What follows belongs to an exercise in optimizing a design on an open flow for a short achievable clock period and few clock cycles per item; a production flow would make more cautious choices. Only simulation tests tie the RTL to the original design; equivalence was not proved. No driver is modelled on the clock port, so clock power and skew are understated where the tree is cut down; a real chip needs a root buffer or a tree. No activity file was given, so power comes from the tool's default toggle rates.

old:
## palette_rle_sprite_line_decoder
module palette_rle_sprite_line_decoder #(
    parameter int PALETTE_ENTRIES = 256,
    parameter int MAX_WIDTH       = 4096
) (
    input  logic                      aclk,
    input  logic                      aresetn,
    input  logic                      cfg_we,
    input  logic [prsld_pkg::FRAME_WIDTH_W-1:0]  cfg_wdata,
    input  logic                      s_valid,
    output logic                      s_ready,
    input  logic                      s_action,
    input  logic                      s_line_start,
    input  logic [prsld_pkg::BYTE_W-1:0]         s_data_byte,
    input  logic [prsld_pkg::INDEX_W-1:0]        s_palette_index,
    input  logic [prsld_pkg::COLOR_W-1:0]        s_palette_color,
    output logic                      m_valid,
    input  logic                      m_ready,
    output logic                      m_pixel_valid,
    output logic [prsld_pkg::COLUMN_W-1:0]       m_column,
    output logic [prsld_pkg::PIXEL_W-1:0]        m_pixel_value,
    output logic                      m_line_done,
    output logic                      m_overrun,
    output logic                      m_last
);
For scale: about 12000 cells after synthesis, roughly 90 I/O pins.
==> flow/config.mk <==
export PLATFORM = sky130hd
export DESIGN_NAME = palette_rle_sprite_line_decoder
export DESIGN_NICKNAME = palette_rle_sprite_line_decoder
export VERILOG_FILES = /design/flow/design.v
export SDC_FILE = /design/flow/constraint.sdc
export NUM_CORES = 4
export LEC_CHECK = 0
export ABC_CLOCK_PERIOD_IN_PS = 2500
export CAP_MARGIN = 20
export CORE_MARGIN = 2
export CORE_UTILIZATION = 55
export SETUP_SLACK_MARGIN = 3.7
export SLEW_MARGIN = 20
==> flow/constraint.sdc <==
create_clock -name core_clock -period 6.0 [get_ports {aclk}]
set_input_delay 1.2000 -clock core_clock [delete_from_list [all_inputs] [get_ports {aclk}]]
set_output_delay 1.2000 -clock core_clock [all_outputs]
set_load 0.01 [all_outputs]
standard.sh (not shown) runs the stock make flow with config.mk's settings and CLKGATE_MAP_FILE= SYNTH_SCRIPT=/design/flow/synth_recipe.tcl, a recipe that flattens the netlist after the stock synthesis.
==> flow/flow/run.sh <==
#!/bin/bash
# Standard ORFS layout, except that the clock tree is built by flow/manual_cts.tcl:
# the clock port drives 4 root buffers, each drives mid buffers, each drives leaf
# buffers over compact clusters of registers (all clkbuf_16, 3 buffers to every
# register). Each tool's log stays in orfs/logs; this script's output in flow_run.log.
set -euo pipefail
here=$(pwd)
export MCTS_DIR=$here/flow
export PRE_CTS_TCL=$here/flow/pre_cts.tcl
export MCTS_LEAF_SIZE=22
export MCTS_MID_SIZE=15
export MCTS_ROOTS=4
# every port keeps its buffer, a buf_4 rather than the default pick
export BUFFER_PORTS_ARGS="-buffer_cell sky130_fd_sc_hd__buf_4"
# more antenna repair passes after global and detailed routing than the default 5
export MAX_REPAIR_ANTENNAS_ITER_GRT=10
export MAX_REPAIR_ANTENNAS_ITER_DRT=15
bash standard.sh finish 2>&1 | tee $here/flow_run.log
Other scripts of this flow, unchanged in this note and not shown: flow/flow/manual_cts.tcl, flow/flow/pre_cts.tcl
old completed end to end with timing, DRC and antenna clean.
Testbench counts of old, summed over its fixed seeds: cycles 57,079, items 37,997.
[inputs] new vs old
- putting PLACE_DENSITY at 0.72 where nothing was set
- swapping 3.7 for 3.8 in SETUP_SLACK_MARGIN
- swapping 55 for 65 in CORE_UTILIZATION
==> run summary <==
NOTE quantity of gates resized following cts old->new increased by more than 10%. Compared with old, new shows a lower count of placed standard cells in the final layout, fillers left out. According to the power report, total power for new is lower than for old. new: all stages complete, timing, DRC and antenna checks passed. Comparing new and old, the lower setup slack of the critical path after layout was measured on new. There was hardly any difference in cell-internal power between new and old.
No run of this note takes its clock network from TritonCTS; it comes from the design's own scripts or RTL.

== P ==
Another version of the RTL of palette_rle_sprite_line_decoder (not shown whole).
Size: ~12000 cells after synthesis, roughly 6300 flip-flops, roughly 90 I/O pins.
Design palette_rle_sprite_line_decoder, start of the top module:
module palette_rle_sprite_line_decoder #(
    parameter int PALETTE_ENTRIES = 256,
    parameter int MAX_WIDTH       = 4096
) (
    input  logic                      aclk,
    input  logic                      aresetn,
    input  logic                      cfg_we,
    input  logic [prsld_pkg::FRAME_WIDTH_W-1:0]  cfg_wdata,
    input  logic                      s_valid,
    output logic                      s_ready,
    input  logic                      s_action,
    input  logic                      s_line_start,
    input  logic [prsld_pkg::BYTE_W-1:0]         s_data_byte,
    input  logic [prsld_pkg::INDEX_W-1:0]        s_palette_index,
    input  logic [prsld_pkg::COLOR_W-1:0]        s_palette_color,
    output logic                      m_valid,
    input  logic                      m_ready,
    output logic                      m_pixel_valid,
    output logic [prsld_pkg::COLUMN_W-1:0]       m_column,
    output logic [prsld_pkg::PIXEL_W-1:0]        m_pixel_value,
    output logic                      m_line_done,
    output logic                      m_overrun,
    output logic                      m_last
);
    prsld_core u_core (
        .aclk            (aclk),
        .aresetn         (aresetn),
        .cfg_we          (cfg_we),
        .cfg_wdata       (cfg_wdata),
        .s_valid         (s_valid),
        .s_ready         (s_ready),
        .s_action        (s_action),
        .s_line_start    (s_line_start),
        .s_data_byte     (s_data_byte),
        .s_palette_index (s_palette_index),
        .s_palette_color (s_palette_color),
        .m_valid         (m_valid),
        .m_ready         (m_ready),
        .m_pixel_valid   (m_pixel_valid),
        .m_column        (m_column),
        .m_pixel_value   (m_pixel_value),
        .m_line_done     (m_line_done),
        .m_overrun       (m_overrun),
        .m_last          (m_last)
    );
endmodule
==> flow/config.mk <==
export PLATFORM = sky130hd
export DESIGN_NAME = palette_rle_sprite_line_decoder
export DESIGN_NICKNAME = palette_rle_sprite_line_decoder
export VERILOG_FILES = /design/flow/design.v
export SDC_FILE = /design/flow/constraint.sdc
export NUM_CORES = 4
export LEC_CHECK = 0
export ABC_CLOCK_PERIOD_IN_PS = 2000
export CAP_MARGIN = 20
export CORE_MARGIN = 2
export CORE_UTILIZATION = 65
export PLACE_DENSITY = 0.72
export SETUP_SLACK_MARGIN = 3.9
export SLEW_MARGIN = 20
==> flow/constraint.sdc <==
create_clock -name core_clock -period 6.0 [get_ports {aclk}]
set_input_delay 1.2000 -clock core_clock [delete_from_list [all_inputs] [get_ports {aclk}]]
set_output_delay 1.2000 -clock core_clock [all_outputs]
set_load 0.01 [all_outputs]
Scripts as last shown in full above: flow/flow/run.sh
Other scripts of this flow, unchanged in this note and not shown: flow/flow/manual_cts.tcl, flow/flow/pre_cts.tcl
Testbench counts of P, summed over its fixed seeds: cycles 57,090, items 37,997.
Changes in Q relative to P:
Settings: swapping 2000 for 2500 in ABC_CLOCK_PERIOD_IN_PS; swapping 3.9 for 3.8 in SETUP_SLACK_MARGIN.
==> comparison <==
- Q vs. P: minimum hold slack dropped 0.019 ns; register area roughly the same.
- Q vs. P: power of the combinational group went down by 6.6%.
- Compared with P, in Q total routed wirelength now sits lower; via count now sits lower; final cell area excluding filler cells now sits lower; worst setup slack now sits higher; global routing usage summed across all routing layers now sits lower.
- The final reports for Q and P show worst path arrival time lower in the former.
No run of this note takes its clock network from TritonCTS; it comes from the design's own scripts or RTL.

-- afterwards: timing with drivers on the ports --
The results above use ideal ports. As a check the final layouts listed here were re-extracted and re-timed, cells and wires unchanged. Step 1: set_driving_cell puts a clkbuf_16 on aclk and a buf_2 on each other input, an assumption about the parent block. Step 2 times the ports against the registers' clock, not the clock port: input delays grow and output delays shrink by t, the midpoint of the rising clock arrivals with the driver on. Three values: ideal, step 1, step 2; two values: the first two.
| run | shift t [ns] | setup WS [ns] | worst hold slack (ns) |
|---|---|---|---|
| old | 0.972 | 3.458 / 3.320 / 3.019 | 0.322 / 0.322 / 0.322 |
| new | 0.957 | 3.450 / 3.350 / 3.162 | 0.325 / 0.325 / 0.325 |
| P | 0.955 | 3.575 / 3.330 / 3.199 | 0.328 / 0.328 / 0.328 |
| Q | 0.944 | 3.587 / 3.355 / 3.173 | 0.309 / 0.309 / 0.309 |
After both steps setup and hold are still met in every run listed. For old, which loses most, drivers alone change the setup slack by -0.138 ns; drivers and shift together by -0.439 ns.
